Background: an optimization exercise with open tools, aiming at small area and a short achievable clock period. Do not read the settings as production practice. Only simulation tests tie the RTL to the original design; equivalence was not proved. Power is estimated from default activity; no workload was simulated.

==> flow/design.v <==
package data_mem_pkg;
  localparam int DEF_DATA_W  = 8;
  localparam int DEF_ADDR_W  = 8;
  localparam int DEF_DEPTH   = 256;
  localparam int DEF_LATENCY = 10;
  localparam int RING_LW = 3;
  localparam int RING_L  = 1 << RING_LW;
endpackage
module data_mem_array #(
  parameter int W = 9,
  parameter int L = 8,
  parameter int R = 32
) (
  input  logic           clk,
  input  logic           clr_i,    
  input  logic [R-1:0]   we_i,     
  input  logic [W-1:0]   wdata_i,
  output logic [R*W-1:0] taps_o    
);
  for (genvar r = 0; r < R; r++) begin : g_ring
    logic [L*W-1:0] st_q;
    logic [W-1:0]   ins;
    assign ins = we_i[r] ? wdata_i : (clr_i ? '0 : st_q[L*W-1 -: W]);
    always_ff @(posedge clk) begin
      st_q <= {st_q[(L-1)*W-1:0], ins};
    end
    assign taps_o[r*W +: W] = st_q[L*W-1 -: W];
  end
endmodule
module data_mem_lat
#(
  parameter int DATA_W  = data_mem_pkg::DEF_DATA_W,
  parameter int ADDR_W  = data_mem_pkg::DEF_ADDR_W,
  parameter int DEPTH   = data_mem_pkg::DEF_DEPTH,
  parameter int LATENCY = data_mem_pkg::DEF_LATENCY
) (
  input  logic              clk,
  input  logic              rst,
  input  logic              read,
  input  logic              write,
  input  logic [ADDR_W-1:0] address,
  input  logic [DATA_W-1:0] write_data,
  input  logic              parity_inj,
  output logic [DATA_W-1:0] read_data,
  output logic              busy_wait,
  output logic              err,
  output logic              parity_err
);
  localparam int LW = data_mem_pkg::RING_LW;
  localparam int L  = data_mem_pkg::RING_L;
  localparam int R  = DEPTH / L;
  localparam int W  = DATA_W + 1;
  localparam int CNT_W = $clog2(LATENCY);
  localparam logic [CNT_W-1:0] CNT_LAST = CNT_W'(LATENCY - 1);
  logic             idle_q, busy_q, done_q;
  logic [CNT_W-1:0] cnt_q;
  logic [LW-1:0]    ph_q;       
  logic             sweep_q;    
  logic             wr_q;
  logic [ADDR_W-1:0] addr_q;
  logic [DATA_W-1:0] wd_q;      
  logic             inj_q;      
  logic [DATA_W-1:0] rdata_q;
  logic             perr_q;
  logic             err_q;
  logic             req_valid, accept, last, hit_q;
  logic             busy_d, win_d;
  logic [CNT_W-1:0] cnt_d;
  logic [LW-1:0]    ph_d, alo_d;
  logic [R-1:0]     we;
  logic [R*W-1:0]   taps;
  logic [W-1:0]     tap;
  assign req_valid = read ^ write;
  assign accept    = idle_q & req_valid;
  assign busy_wait = busy_q | (idle_q & req_valid & ~rst);
  assign last = busy_q && (cnt_q == CNT_LAST);
  assign busy_d = accept | (busy_q & ~last);
  assign cnt_d  = busy_q ? cnt_q + 1'b1 : '0;
  assign win_d  = busy_d && (cnt_d < CNT_W'(L));
  assign ph_d   = ph_q + 1'b1;
  assign alo_d  = accept ? address[LW-1:0] : addr_q[LW-1:0];
  always_ff @(posedge clk or posedge rst) begin
    if (rst) hit_q <= 1'b0;
    else     hit_q <= win_d && (ph_d == ~alo_d);
  end
  always_ff @(posedge clk or posedge rst) begin
    if (rst) begin
      idle_q <= 1'b1;
      busy_q <= 1'b0;
      done_q <= 1'b0;
      cnt_q  <= '0;
    end else begin
      if (accept) begin
        idle_q <= 1'b0;
        busy_q <= 1'b1;
      end else if (last) begin
        busy_q <= 1'b0;
        done_q <= 1'b1;
      end else if (done_q) begin
        done_q <= 1'b0;
        idle_q <= 1'b1;
      end
      cnt_q <= cnt_d;
    end
  end
  always_ff @(posedge clk or posedge rst) begin
    if (rst) begin
      ph_q    <= '0;
      sweep_q <= 1'b1;
    end else begin
      ph_q <= ph_d;
      if (ph_q == LW'(L - 1)) sweep_q <= 1'b0;
    end
  end
  always_ff @(posedge clk) begin
    if (accept) begin
      wr_q   <= write;
      addr_q <= address;
      wd_q   <= write_data;
      inj_q  <= parity_inj;
    end else if (hit_q && !wr_q) begin
      {inj_q, wd_q} <= sweep_q ? '0 : tap;
    end
  end
  always_comb begin
    we = '0;
    we[addr_q[ADDR_W-1:LW]] = hit_q & wr_q;
  end
  data_mem_array #(
    .W (W),
    .L (L),
    .R (R)
  ) u_array (
    .clk     (clk),
    .clr_i   (sweep_q),
    .we_i    (we),
    .wdata_i ({inj_q, wd_q}),
    .taps_o  (taps)
  );
  assign tap = taps[addr_q[ADDR_W-1:LW]*W +: W];
  always_ff @(posedge clk or posedge rst) begin
    if (rst) begin
      rdata_q <= '0;
      perr_q  <= 1'b0;
      err_q   <= 1'b0;
    end else begin
      if (last && !wr_q) rdata_q <= wd_q;
      perr_q <= last && !wr_q && inj_q;
      err_q  <= idle_q && read && write;
    end
  end
  assign read_data  = rdata_q;
  assign err        = err_q;
  assign parity_err = perr_q;
endmodule
export LEC_CHECK = 0
export ABC_AREA = 1
export CAP_MARGIN = 20
export CORE_MARGIN = 2
export CORE_UTILIZATION = 65
export CTS_CLUSTER_DIAMETER = 70
export CTS_CLUSTER_SIZE = 32
export SETUP_SLACK_MARGIN = 4.0
export SLEW_MARGIN = 40
create_clock -name core_clock -period 7.5 [get_ports {clk}]
run.sh (not shown) runs the stock make flow with config.mk's settings and CLKGATE_MAP_FILE= SYNTH_SCRIPT=/design/flow/synth_recipe.tcl, a recipe that flattens the netlist after the stock synthesis.
==> next run, changes <==
- ABC_AREA: 1 -> default
- CTS_CLUSTER_DIAMETER: 70 -> default
- CTS_CLUSTER_SIZE: 32 -> default
Outcome:
- The changed run completed without violations
- wire length falls by a few percent
- first-iteration DRC count falls by a quarter to a third
- total power rose by a quarter to a third
- die area is higher by a few percent
- design area rose by roughly a tenth
- sequential share of layout area shrinks by 7.6 points
- count of clock-buffer cells in the layout rises by 193
==> next run, changes <==
- CTS_CLUSTER_DIAMETER: default -> 60
- CTS_CLUSTER_SIZE: default -> 32
After rerunning:
- sequential cell count is unchanged
- wire length decreases by 2.7%
- clock-buffer cell count goes down by 170
- area after synthesis does not change

[separate check: timing with driven ports]
In the flow no input, the clock included, has a driving cell. The finished layouts below were timed again as built, in two steps. Step 1 assumes that a clkbuf_16 drives the clock port and a buf_2 every other input. Step 2 also shifts input and output timing later by t, the mid clock arrival at the registers, as if the neighbouring blocks saw the same clock. Three values: no drivers, after step 1, after step 2; two values: the first two.
| run | t, ns | setup slack, ns | slew at the worst register clock pin (ns) |
|---|---|---|---|
| the first run | 0.724 | 3.826 / 3.765 / 3.706 | 0.12 / 0.12 |
| the second run | 0.816 | 3.812 / 3.769 / 3.769 | 0.07 / 0.07 |
| the third run | 0.740 | 3.809 / 3.767 / 3.767 | 0.11 / 0.11 |
After both steps every run listed still meets setup and hold. For the first run, which loses most, drivers alone change the setup slack by -0.061 ns; drivers and shift together by -0.120 ns.
